From an optimization exercise on the open Yosys and OpenROAD flow, aimed at small area, a short achievable clock period and few clock cycles; shortcuts taken in it are not production practice.
The RTL was checked by simulation tests, not by an equivalence proof against the original design.
Power figures rest on the tool's default switching activity, not on a simulated workload.

==> run G: inputs <==
Design ycbcrBlockTop, start of the top module:
module ycbcrBlockTop (
    input  logic        clk,
    input  logic        rst_n,
    input  logic        enable,
    input  logic [63:0] dataRead,
    output logic [10:0] sramRaddr,
    output logic [10:0] sramWaddr,
    output logic [63:0] dataWrite,
    output logic        wen,
    output logic        valid
);
    logic       busy;
    logic [5:0] cnt;
    logic [2:0] phv;      
    logic [5:0] wbase;    
    logic [1:0] wph;      
    assign sramRaddr = {5'd0, cnt};
    always_ff @(posedge clk) begin
        if (!rst_n) begin
            busy <= 1'b0; cnt <= 6'd0; phv <= 3'b001;
            wen <= 1'b1; valid <= 1'b0; sramWaddr <= 11'd0;
            wbase <= 6'd0; wph <= 2'd0;
        end else begin
            valid <= 1'b0;
            phv <= {phv[1:0], phv[2]};
            if (!busy) begin
                phv <= 3'b001;
                wbase <= 6'd0; wph <= 2'd0;
                if (enable) begin busy <= 1'b1; cnt <= 6'd1; end
            end else begin
                cnt <= cnt + 6'd1;
                if (cnt >= 6'd7 && cnt < 6'd55) begin
                    wen <= 1'b0;
                    case (wph)
                        2'd0: sramWaddr <= {5'd0, wbase + 6'd0};
                        2'd1: sramWaddr <= {5'd0, wbase + 6'd1};
                        2'd2: sramWaddr <= {5'd0, wbase + 6'd2};
                        default: sramWaddr <= {5'd0, wbase};
                    endcase
                    if (wph == 2'd2) begin wph <= 2'd0; wbase <= wbase + 6'd3; end
                    else wph <= wph + 2'd1;
                end else begin
                    wen <= 1'b1;
                end
                if (cnt == 6'd55) valid <= 1'b1;
                if (cnt == 6'd56) begin busy <= 1'b0; cnt <= 6'd0; end
            end
        end
    end
    logic [63:0] P0;
    logic [63:0] P1;
    logic [63:0] P2;
    logic [63:0] P3;
    always_ff @(posedge clk) begin
        P0 <= dataRead;
        P1 <= P0;
        P2 <= P1;
        P3 <= P2;
    end
    logic [7:0] y0_r, y0_g, y0_b, y0_o;
    logic [7:0] op0_r, op0_g, op0_b;
    always_ff @(posedge clk) begin
        op0_r <= ({8{phv[2]}} & P1[7:0]) | ({8{phv[0]}} & P2[31:24]) | ({8{phv[1]}} & P3[55:48]);
        op0_g <= ({8{phv[2]}} & P0[7:0]) | ({8{phv[0]}} & P1[31:24]) | ({8{phv[1]}} & P2[55:48]);
  ...
==> flow/config.mk <==
export PLATFORM = sky130hd
export DESIGN_NAME = ycbcrBlockTop
export DESIGN_NICKNAME = ycbcrBlockTop
export VERILOG_FILES = /design/flow/design.v
export SDC_FILE = /design/flow/constraint.sdc
export NUM_CORES = 4
export LEC_CHECK = 0
export CAP_MARGIN = 20
export CORE_MARGIN = 2
export CORE_UTILIZATION = 60
export CTS_CLUSTER_DIAMETER = 80
export CTS_CLUSTER_SIZE = 20
export SETUP_SLACK_MARGIN = 2.3
export SLEW_MARGIN = 20
==> flow/constraint.sdc <==
create_clock -name core_clock -period 5.0 [get_ports {clk}]
set_input_delay 1.0000 -clock core_clock [delete_from_list [all_inputs] [get_ports {clk}]]
set_output_delay 1.0000 -clock core_clock [all_outputs]
set_load 0.01 [all_outputs]
standard.sh (not shown) runs the stock make flow with config.mk's settings and CLKGATE_MAP_FILE= SYNTH_SCRIPT=/design/flow/synth_recipe.tcl, a recipe that flattens the netlist after the stock synthesis.
==> flow/flow/run.sh <==
#!/bin/bash
# Standard layout, with two changes:
# - between synthesis and floorplan, fixinv.py flips full adders to remove
#   the inverter pairs that Yosys's extract_fa leaves between them (logic
#   unchanged, registers untouched);
# - the port buffers that global placement inserts are buf_2 cells.
set -euo pipefail
R=orfs/results/${FLOW_PLATFORM}/ycbcrBlockTop/base
bash standard.sh synth > synth.log 2>&1
cp $R/1_2_yosys.v $R/1_2_yosys.std.v
python3 flow/fixinv.py $R/1_2_yosys.std.v $R/1_2_yosys.v > fixinv.log 2>&1
rm -f $R/1_synth.odb $R/1_synth.sdc
bash standard.sh "BUFFER_PORTS_ARGS=-buffer_cell sky130_fd_sc_hd__buf_2" finish > layout.log 2>&1
Other scripts of this flow, unchanged in this note and not shown: flow/flow/fixinv.py
==> run D: changes against run G <==
- CORE_UTILIZATION: 60 -> 70
- SETUP_SLACK_MARGIN: 2.3 -> 2.6
==> run H: changes against run G <==
--- a/flow/design.v
+++ b/flow/design.v
@@ -208,15 +208,15 @@
         y0_s25 <= t_y0_61;
         y0_s26 <= t_y0_63;
         y0_s27 <= t_y0_65;
         y0_s28 <= t_y0_67;
         y0_s29 <= y0_g[7];
     end
-    logic [7:0] y0_h1;
     logic [15:0] y0_sum;
     assign y0_sum = {1'b0, y0_s14, y0_s13, y0_s12, y0_s11, y0_s10, y0_s9, y0_s8, y0_s7, y0_s6, y0_s5, y0_s4, y0_s3, y0_s2, y0_s1, y0_s0} + {1'b0, y0_s29, y0_s28, y0_s27, y0_s26, y0_s25, y0_s24, y0_s23, y0_s22, y0_s21, y0_s20, y0_s19, y0_s18, y0_s17, y0_s16, y0_s15};
+    logic [7:0] y0_h1;
     assign y0_h1 = y0_sum[15:8];
     logic [7:0] y0_h2;
     logic [7:0] y0_h3;
     always_ff @(posedge clk) begin
         y0_h2 <= y0_h1;
         y0_h3 <= y0_h2;
@@ -358,15 +358,15 @@
         y1_s25 <= t_y1_61;
         y1_s26 <= t_y1_63;
         y1_s27 <= t_y1_65;
         y1_s28 <= t_y1_67;
         y1_s29 <= y1_g[7];
     end
-    logic [7:0] y1_h1;
     logic [15:0] y1_sum;
     assign y1_sum = {1'b0, y1_s14, y1_s13, y1_s12, y1_s11, y1_s10, y1_s9, y1_s8, y1_s7, y1_s6, y1_s5, y1_s4, y1_s3, y1_s2, y1_s1, y1_s0} + {1'b0, y1_s29, y1_s28, y1_s27, y1_s26, y1_s25, y1_s24, y1_s23, y1_s22, y1_s21, y1_s20, y1_s19, y1_s18, y1_s17, y1_s16, y1_s15};
+    logic [7:0] y1_h1;
     assign y1_h1 = y1_sum[15:8];
     logic [7:0] y1_h2;
     logic [7:0] y1_h3;
     always_ff @(posedge clk) begin
         y1_h2 <= y1_h1;
         y1_h3 <= y1_h2;
@@ -508,15 +508,15 @@
         y2_s25 <= t_y2_61;
         y2_s26 <= t_y2_63;
         y2_s27 <= t_y2_65;
         y2_s28 <= t_y2_67;
         y2_s29 <= y2_g[7];
     end
-    logic [7:0] y2_h1;
     logic [15:0] y2_sum;
     assign y2_sum = {1'b0, y2_s14, y2_s13, y2_s12, y2_s11, y2_s10, y2_s9, y2_s8, y2_s7, y2_s6, y2_s5, y2_s4, y2_s3, y2_s2, y2_s1, y2_s0} + {1'b0, y2_s29, y2_s28, y2_s27, y2_s26, y2_s25, y2_s24, y2_s23, y2_s22, y2_s21, y2_s20, y2_s19, y2_s18, y2_s17, y2_s16, y2_s15};
+    logic [7:0] y2_h1;
     assign y2_h1 = y2_sum[15:8];
     logic [7:0] y2_h2;
     logic [7:0] y2_h3;
     always_ff @(posedge clk) begin
         y2_h2 <= y2_h1;
         y2_h3 <= y2_h2;
@@ -692,15 +692,15 @@
         cb0_s23 <= t_cb0_103;
         cb0_s24 <= t_cb0_105;
         cb0_s25 <= t_cb0_107;
         cb0_s26 <= t_cb0_109;
         cb0_s27 <= t_cb0_111;
     end
-    logic [7:0] cb0_h1;
     logic [15:0] cb0_sum;
     assign cb0_sum = {cb0_s14, cb0_s13, cb0_s12, cb0_s11, cb0_s10, cb0_s9, cb0_s8, cb0_s7, cb0_s6, cb0_s5, cb0_s4, cb0_s3, cb0_s2, cb0_s1, cb0_s0, 1'b1} + {1'b1, cb0_s27, cb0_s26, cb0_s25, cb0_s24, cb0_s23, cb0_s22, cb0_s21, cb0_s20, cb0_s19, cb0_s18, cb0_s17, cb0_s16, cb0_s15, 1'b1, 1'b0};
+    logic [7:0] cb0_h1;
     assign cb0_h1 = ~cb0_sum[15:8];
     logic [7:0] cb0_h2;
     logic [7:0] cb0_h3;
     logic [7:0] cb0_h4;
     always_ff @(posedge clk) begin
         cb0_h2 <= cb0_h1;
@@ -878,15 +878,15 @@
         cb1_s23 <= t_cb1_103;
         cb1_s24 <= t_cb1_105;
         cb1_s25 <= t_cb1_107;
         cb1_s26 <= t_cb1_109;
         cb1_s27 <= t_cb1_111;
     end
-    logic [7:0] cb1_h1;
     logic [15:0] cb1_sum;
     assign cb1_sum = {cb1_s14, cb1_s13, cb1_s12, cb1_s11, cb1_s10, cb1_s9, cb1_s8, cb1_s7, cb1_s6, cb1_s5, cb1_s4, cb1_s3, cb1_s2, cb1_s1, cb1_s0, 1'b1} + {1'b1, cb1_s27, cb1_s26, cb1_s25, cb1_s24, cb1_s23, cb1_s22, cb1_s21, cb1_s20, cb1_s19, cb1_s18, cb1_s17, cb1_s16, cb1_s15, 1'b1, 1'b0};
+    logic [7:0] cb1_h1;
     assign cb1_h1 = ~cb1_sum[15:8];
     logic [7:0] cb1_h2;
     logic [7:0] cb1_h3;
     logic [7:0] cb1_h4;
     always_ff @(posedge clk) begin
         cb1_h2 <= cb1_h1;
@@ -1064,15 +1064,15 @@
         cb2_s23 <= t_cb2_103;
         cb2_s24 <= t_cb2_105;
         cb2_s25 <= t_cb2_107;
         cb2_s26 <= t_cb2_109;
         cb2_s27 <= t_cb2_111;
     end
-    logic [7:0] cb2_h1;
     logic [15:0] cb2_sum;
     assign cb2_sum = {cb2_s14, cb2_s13, cb2_s12, cb2_s11, cb2_s10, cb2_s9, cb2_s8, cb2_s7, cb2_s6, cb2_s5, cb2_s4, cb2_s3, cb2_s2, cb2_s1, cb2_s0, 1'b1} + {1'b1, cb2_s27, cb2_s26, cb2_s25, cb2_s24, cb2_s23, cb2_s22, cb2_s21, cb2_s20, cb2_s19, cb2_s18, cb2_s17, cb2_s16, cb2_s15, 1'b1, 1'b0};
+    logic [7:0] cb2_h1;
     assign cb2_h1 = ~cb2_sum[15:8];
     logic [7:0] cb2_h2;
     logic [7:0] cb2_h3;
     logic [7:0] cb2_h4;
     always_ff @(posedge clk) begin
         cb2_h2 <= cb2_h1;
@@ -1230,15 +1230,15 @@
         cr0_s25 <= t_cr0_79;
         cr0_s26 <= t_cr0_81;
         cr0_s27 <= t_cr0_83;
         cr0_s28 <= t_cr0_85;
         cr0_s29 <= t_cr0_87;
     end
-    logic [7:0] cr0_h1;
     logic [15:0] cr0_sum;
     assign cr0_sum = {cr0_s14, cr0_s13, cr0_s12, cr0_s11, cr0_s10, cr0_s9, cr0_s8, cr0_s7, cr0_s6, cr0_s5, cr0_s4, cr0_s3, cr0_s2, cr0_s1, cr0_s0, 1'b1} + {cr0_s29, cr0_s28, cr0_s27, cr0_s26, cr0_s25, cr0_s24, cr0_s23, cr0_s22, cr0_s21, cr0_s20, cr0_s19, cr0_s18, cr0_s17, cr0_s16, cr0_s15, 1'b0};
+    logic [7:0] cr0_h1;
     assign cr0_h1 = ~cr0_sum[15:8];
     logic [7:0] cr0_h2;
     logic [7:0] cr0_h3;
     logic [7:0] cr0_h4;
     logic [7:0] cr0_h5;
     always_ff @(posedge clk) begin
@@ -1398,15 +1398,15 @@
         cr1_s25 <= t_cr1_79;
         cr1_s26 <= t_cr1_81;
         cr1_s27 <= t_cr1_83;
         cr1_s28 <= t_cr1_85;
         cr1_s29 <= t_cr1_87;
     end
-    logic [7:0] cr1_h1;
     logic [15:0] cr1_sum;
     assign cr1_sum = {cr1_s14, cr1_s13, cr1_s12, cr1_s11, cr1_s10, cr1_s9, cr1_s8, cr1_s7, cr1_s6, cr1_s5, cr1_s4, cr1_s3, cr1_s2, cr1_s1, cr1_s0, 1'b1} + {cr1_s29, cr1_s28, cr1_s27, cr1_s26, cr1_s25, cr1_s24, cr1_s23, cr1_s22, cr1_s21, cr1_s20, cr1_s19, cr1_s18, cr1_s17, cr1_s16, cr1_s15, 1'b0};
+    logic [7:0] cr1_h1;
     assign cr1_h1 = ~cr1_sum[15:8];
     logic [7:0] cr1_h2;
     logic [7:0] cr1_h3;
     logic [7:0] cr1_h4;
     logic [7:0] cr1_h5;
     always_ff @(posedge clk) begin
@@ -1566,15 +1566,15 @@
         cr2_s25 <= t_cr2_79;
         cr2_s26 <= t_cr2_81;
         cr2_s27 <= t_cr2_83;
         cr2_s28 <= t_cr2_85;
         cr2_s29 <= t_cr2_87;
     end
-    logic [7:0] cr2_h1;
     logic [15:0] cr2_sum;
     assign cr2_sum = {cr2_s14, cr2_s13, cr2_s12, cr2_s11, cr2_s10, cr2_s9, cr2_s8, cr2_s7, cr2_s6, cr2_s5, cr2_s4, cr2_s3, cr2_s2, cr2_s1, cr2_s0, 1'b1} + {cr2_s29, cr2_s28, cr2_s27, cr2_s26, cr2_s25, cr2_s24, cr2_s23, cr2_s22, cr2_s21, cr2_s20, cr2_s19, cr2_s18, cr2_s17, cr2_s16, cr2_s15, 1'b0};
+    logic [7:0] cr2_h1;
     assign cr2_h1 = ~cr2_sum[15:8];
     logic [7:0] cr2_h2;
     logic [7:0] cr2_h3;
     logic [7:0] cr2_h4;
     logic [7:0] cr2_h5;
     always_ff @(posedge clk) begin
- CORE_UTILIZATION: 60 -> 40
- CTS_CLUSTER_DIAMETER: 80 -> not set
- CTS_CLUSTER_SIZE: 20 -> not set
- SETUP_SLACK_MARGIN: 2.3 -> 3.0
==> summary of the runs <==
The highest combinational power belongs to run H, the lowest to run G.
Synthesized cell count is the same in run D and run G.
The lowest first-iteration DRC count belongs to run H, the highest to run D.
Run D finished with timing, DRC and antenna clean. Run H completed with no timing, DRC or antenna violations. Run G completed without violations.
Between run G and run H, the lower global-route usage is in run H (gap 5.8 points).
The lowest non-clock buffer count belongs to run G, the highest to run H.
Sequential share of layout area: run H is lower than run G (5.8 points).
Against run D, the worst hold slack of run G is higher by 0.0055 ns.
Count of clock-buffer cells in the layout, highest first: run H, run D, run G.
Testbench counts of run G, summed over its fixed seeds: cycles 2,736.
Testbench counts of run D, summed over its fixed seeds: cycles 2,736.
Testbench counts of run H, summed over its fixed seeds: cycles 2,736.

========
==> run E: inputs <==
RTL: one of the versions met above, not the one the previous note started from.
export LEC_CHECK = 0
export CAP_MARGIN = 20
export CORE_MARGIN = 2
export CORE_UTILIZATION = 60
export CTS_CLUSTER_DIAMETER = 80
export CTS_CLUSTER_SIZE = 20
export SETUP_SLACK_MARGIN = 2.6
export SLEW_MARGIN = 20
create_clock -name core_clock -period 5.0 [get_ports {clk}]
Scripts as last shown in full above: flow/flow/run.sh
Other scripts of this flow, unchanged in this note and not shown: flow/flow/fixinv.py
==> run F (differences from run E) <==
--- a/flow/design.v
+++ b/flow/design.v
@@ -208,15 +208,15 @@
         y0_s25 <= t_y0_61;
         y0_s26 <= t_y0_63;
         y0_s27 <= t_y0_65;
         y0_s28 <= t_y0_67;
         y0_s29 <= y0_g[7];
     end
+    logic [7:0] y0_h1;
     logic [15:0] y0_sum;
     assign y0_sum = {1'b0, y0_s14, y0_s13, y0_s12, y0_s11, y0_s10, y0_s9, y0_s8, y0_s7, y0_s6, y0_s5, y0_s4, y0_s3, y0_s2, y0_s1, y0_s0} + {1'b0, y0_s29, y0_s28, y0_s27, y0_s26, y0_s25, y0_s24, y0_s23, y0_s22, y0_s21, y0_s20, y0_s19, y0_s18, y0_s17, y0_s16, y0_s15};
-    logic [7:0] y0_h1;
     assign y0_h1 = y0_sum[15:8];
     logic [7:0] y0_h2;
     logic [7:0] y0_h3;
     always_ff @(posedge clk) begin
         y0_h2 <= y0_h1;
         y0_h3 <= y0_h2;
@@ -358,15 +358,15 @@
         y1_s25 <= t_y1_61;
         y1_s26 <= t_y1_63;
         y1_s27 <= t_y1_65;
         y1_s28 <= t_y1_67;
         y1_s29 <= y1_g[7];
     end
+    logic [7:0] y1_h1;
     logic [15:0] y1_sum;
     assign y1_sum = {1'b0, y1_s14, y1_s13, y1_s12, y1_s11, y1_s10, y1_s9, y1_s8, y1_s7, y1_s6, y1_s5, y1_s4, y1_s3, y1_s2, y1_s1, y1_s0} + {1'b0, y1_s29, y1_s28, y1_s27, y1_s26, y1_s25, y1_s24, y1_s23, y1_s22, y1_s21, y1_s20, y1_s19, y1_s18, y1_s17, y1_s16, y1_s15};
-    logic [7:0] y1_h1;
     assign y1_h1 = y1_sum[15:8];
     logic [7:0] y1_h2;
     logic [7:0] y1_h3;
     always_ff @(posedge clk) begin
         y1_h2 <= y1_h1;
         y1_h3 <= y1_h2;
@@ -508,15 +508,15 @@
         y2_s25 <= t_y2_61;
         y2_s26 <= t_y2_63;
         y2_s27 <= t_y2_65;
         y2_s28 <= t_y2_67;
         y2_s29 <= y2_g[7];
     end
+    logic [7:0] y2_h1;
     logic [15:0] y2_sum;
     assign y2_sum = {1'b0, y2_s14, y2_s13, y2_s12, y2_s11, y2_s10, y2_s9, y2_s8, y2_s7, y2_s6, y2_s5, y2_s4, y2_s3, y2_s2, y2_s1, y2_s0} + {1'b0, y2_s29, y2_s28, y2_s27, y2_s26, y2_s25, y2_s24, y2_s23, y2_s22, y2_s21, y2_s20, y2_s19, y2_s18, y2_s17, y2_s16, y2_s15};
-    logic [7:0] y2_h1;
     assign y2_h1 = y2_sum[15:8];
     logic [7:0] y2_h2;
     logic [7:0] y2_h3;
     always_ff @(posedge clk) begin
         y2_h2 <= y2_h1;
         y2_h3 <= y2_h2;
@@ -692,15 +692,15 @@
         cb0_s23 <= t_cb0_103;
         cb0_s24 <= t_cb0_105;
         cb0_s25 <= t_cb0_107;
         cb0_s26 <= t_cb0_109;
         cb0_s27 <= t_cb0_111;
     end
+    logic [7:0] cb0_h1;
     logic [15:0] cb0_sum;
     assign cb0_sum = {cb0_s14, cb0_s13, cb0_s12, cb0_s11, cb0_s10, cb0_s9, cb0_s8, cb0_s7, cb0_s6, cb0_s5, cb0_s4, cb0_s3, cb0_s2, cb0_s1, cb0_s0, 1'b1} + {1'b1, cb0_s27, cb0_s26, cb0_s25, cb0_s24, cb0_s23, cb0_s22, cb0_s21, cb0_s20, cb0_s19, cb0_s18, cb0_s17, cb0_s16, cb0_s15, 1'b1, 1'b0};
-    logic [7:0] cb0_h1;
     assign cb0_h1 = ~cb0_sum[15:8];
     logic [7:0] cb0_h2;
     logic [7:0] cb0_h3;
     logic [7:0] cb0_h4;
     always_ff @(posedge clk) begin
         cb0_h2 <= cb0_h1;
@@ -878,15 +878,15 @@
         cb1_s23 <= t_cb1_103;
         cb1_s24 <= t_cb1_105;
         cb1_s25 <= t_cb1_107;
         cb1_s26 <= t_cb1_109;
         cb1_s27 <= t_cb1_111;
     end
+    logic [7:0] cb1_h1;
     logic [15:0] cb1_sum;
     assign cb1_sum = {cb1_s14, cb1_s13, cb1_s12, cb1_s11, cb1_s10, cb1_s9, cb1_s8, cb1_s7, cb1_s6, cb1_s5, cb1_s4, cb1_s3, cb1_s2, cb1_s1, cb1_s0, 1'b1} + {1'b1, cb1_s27, cb1_s26, cb1_s25, cb1_s24, cb1_s23, cb1_s22, cb1_s21, cb1_s20, cb1_s19, cb1_s18, cb1_s17, cb1_s16, cb1_s15, 1'b1, 1'b0};
-    logic [7:0] cb1_h1;
     assign cb1_h1 = ~cb1_sum[15:8];
     logic [7:0] cb1_h2;
     logic [7:0] cb1_h3;
     logic [7:0] cb1_h4;
     always_ff @(posedge clk) begin
         cb1_h2 <= cb1_h1;
@@ -1064,15 +1064,15 @@
         cb2_s23 <= t_cb2_103;
         cb2_s24 <= t_cb2_105;
         cb2_s25 <= t_cb2_107;
         cb2_s26 <= t_cb2_109;
         cb2_s27 <= t_cb2_111;
     end
+    logic [7:0] cb2_h1;
     logic [15:0] cb2_sum;
     assign cb2_sum = {cb2_s14, cb2_s13, cb2_s12, cb2_s11, cb2_s10, cb2_s9, cb2_s8, cb2_s7, cb2_s6, cb2_s5, cb2_s4, cb2_s3, cb2_s2, cb2_s1, cb2_s0, 1'b1} + {1'b1, cb2_s27, cb2_s26, cb2_s25, cb2_s24, cb2_s23, cb2_s22, cb2_s21, cb2_s20, cb2_s19, cb2_s18, cb2_s17, cb2_s16, cb2_s15, 1'b1, 1'b0};
-    logic [7:0] cb2_h1;
     assign cb2_h1 = ~cb2_sum[15:8];
     logic [7:0] cb2_h2;
     logic [7:0] cb2_h3;
     logic [7:0] cb2_h4;
     always_ff @(posedge clk) begin
         cb2_h2 <= cb2_h1;
@@ -1230,15 +1230,15 @@
         cr0_s25 <= t_cr0_79;
         cr0_s26 <= t_cr0_81;
         cr0_s27 <= t_cr0_83;
         cr0_s28 <= t_cr0_85;
         cr0_s29 <= t_cr0_87;
     end
+    logic [7:0] cr0_h1;
     logic [15:0] cr0_sum;
     assign cr0_sum = {cr0_s14, cr0_s13, cr0_s12, cr0_s11, cr0_s10, cr0_s9, cr0_s8, cr0_s7, cr0_s6, cr0_s5, cr0_s4, cr0_s3, cr0_s2, cr0_s1, cr0_s0, 1'b1} + {cr0_s29, cr0_s28, cr0_s27, cr0_s26, cr0_s25, cr0_s24, cr0_s23, cr0_s22, cr0_s21, cr0_s20, cr0_s19, cr0_s18, cr0_s17, cr0_s16, cr0_s15, 1'b0};
-    logic [7:0] cr0_h1;
     assign cr0_h1 = ~cr0_sum[15:8];
     logic [7:0] cr0_h2;
     logic [7:0] cr0_h3;
     logic [7:0] cr0_h4;
     logic [7:0] cr0_h5;
     always_ff @(posedge clk) begin
@@ -1398,15 +1398,15 @@
         cr1_s25 <= t_cr1_79;
         cr1_s26 <= t_cr1_81;
         cr1_s27 <= t_cr1_83;
         cr1_s28 <= t_cr1_85;
         cr1_s29 <= t_cr1_87;
     end
+    logic [7:0] cr1_h1;
     logic [15:0] cr1_sum;
     assign cr1_sum = {cr1_s14, cr1_s13, cr1_s12, cr1_s11, cr1_s10, cr1_s9, cr1_s8, cr1_s7, cr1_s6, cr1_s5, cr1_s4, cr1_s3, cr1_s2, cr1_s1, cr1_s0, 1'b1} + {cr1_s29, cr1_s28, cr1_s27, cr1_s26, cr1_s25, cr1_s24, cr1_s23, cr1_s22, cr1_s21, cr1_s20, cr1_s19, cr1_s18, cr1_s17, cr1_s16, cr1_s15, 1'b0};
-    logic [7:0] cr1_h1;
     assign cr1_h1 = ~cr1_sum[15:8];
     logic [7:0] cr1_h2;
     logic [7:0] cr1_h3;
     logic [7:0] cr1_h4;
     logic [7:0] cr1_h5;
     always_ff @(posedge clk) begin
@@ -1566,15 +1566,15 @@
         cr2_s25 <= t_cr2_79;
         cr2_s26 <= t_cr2_81;
         cr2_s27 <= t_cr2_83;
         cr2_s28 <= t_cr2_85;
         cr2_s29 <= t_cr2_87;
     end
+    logic [7:0] cr2_h1;
     logic [15:0] cr2_sum;
     assign cr2_sum = {cr2_s14, cr2_s13, cr2_s12, cr2_s11, cr2_s10, cr2_s9, cr2_s8, cr2_s7, cr2_s6, cr2_s5, cr2_s4, cr2_s3, cr2_s2, cr2_s1, cr2_s0, 1'b1} + {cr2_s29, cr2_s28, cr2_s27, cr2_s26, cr2_s25, cr2_s24, cr2_s23, cr2_s22, cr2_s21, cr2_s20, cr2_s19, cr2_s18, cr2_s17, cr2_s16, cr2_s15, 1'b0};
-    logic [7:0] cr2_h1;
     assign cr2_h1 = ~cr2_sum[15:8];
     logic [7:0] cr2_h2;
     logic [7:0] cr2_h3;
     logic [7:0] cr2_h4;
     logic [7:0] cr2_h5;
     always_ff @(posedge clk) begin
- ABC_AREA: unset -> 1
==> results.txt <==
- Syn Inst Count: 3,336
- Part of the power in registers: 41.3%
- Worst Hold Path EP: cr1_h3[3]
- FF-to-FF path depth: 6
- Grt met2 use: 48.31%
- Worst hold start: cr1_h2[3]
- Row count: 86
- Status: complete, no violations
- Chip height: 241.2 µm
- PD cells: 618.2 nW/µm²
- Final Cell Area: 37,940 µm²
- Slew Limit Headroom: 27.53%
- Met2 WL post-DR: 38,830 µm
- Grt met1 use: 36.42%
- Crit. Startpoint: op1_r[2]
The numbers above come from run F.

==> results.txt <==
- Crit. Startpoint: op0_r[1]
- Grt met1 use: 33.97%
- Worst Hold Path EP: cb2_h3[7]
- Worst hold start: cb2_h2[7]
- PD cells: 600.3 nW/µm²
- Part of the power in registers: 46.1%
- Status: complete, no violations
- Final Cell Area: 34,730 µm²
- Chip height: 230.5 µm
- Met2 WL post-DR: 30,470 µm
- Slew Limit Headroom: 44.48%
- Syn Inst Count: 2,369
The numbers above come from run E.

Testbench counts of run E, summed over its fixed seeds: cycles 2,736.
Testbench counts of run F, summed over its fixed seeds: cycles 2,736.

[port drivers added, routing unchanged]
In the flow no input, the clock included, has a driving cell. The finished layouts below were timed again as built, in two steps.
Step 1, drivers: a clkbuf_16 drives clk and a buf_2 each remaining input, both assumed.
Step 2 times the ports against the registers' clock, not the clock port: input delays grow and output delays shrink by t, the midpoint of the rising clock arrivals with the driver on.
Slacks: no drivers / after step 1 / after step 2; pairs: no drivers / after step 1.
| run | shift t [ns] | setup WS [ns] | hold WS [ns] | worst slew at a driven data input, ns |
|---|---|---|---|---|
| run G | 0.667 | 2.317 / 2.317 / 2.317 | 0.329 / 0.329 / 0.329 | 0.06 |
| run D | 0.664 | 2.408 / 2.408 / 2.408 | 0.323 / 0.323 / 0.323 | 0.06 |
| run H | 0.695 | 2.419 / 2.419 / 2.419 | 0.302 / 0.302 / 0.302 | 0.05 |
| run E | 0.666 | 2.390 / 2.390 / 2.390 | 0.328 / 0.328 / 0.328 | 0.05 |
| run F | 0.669 | 2.424 / 2.424 / 2.424 | 0.326 / 0.326 / 0.326 | 0.05 |
After both steps every run listed still meets setup and hold.
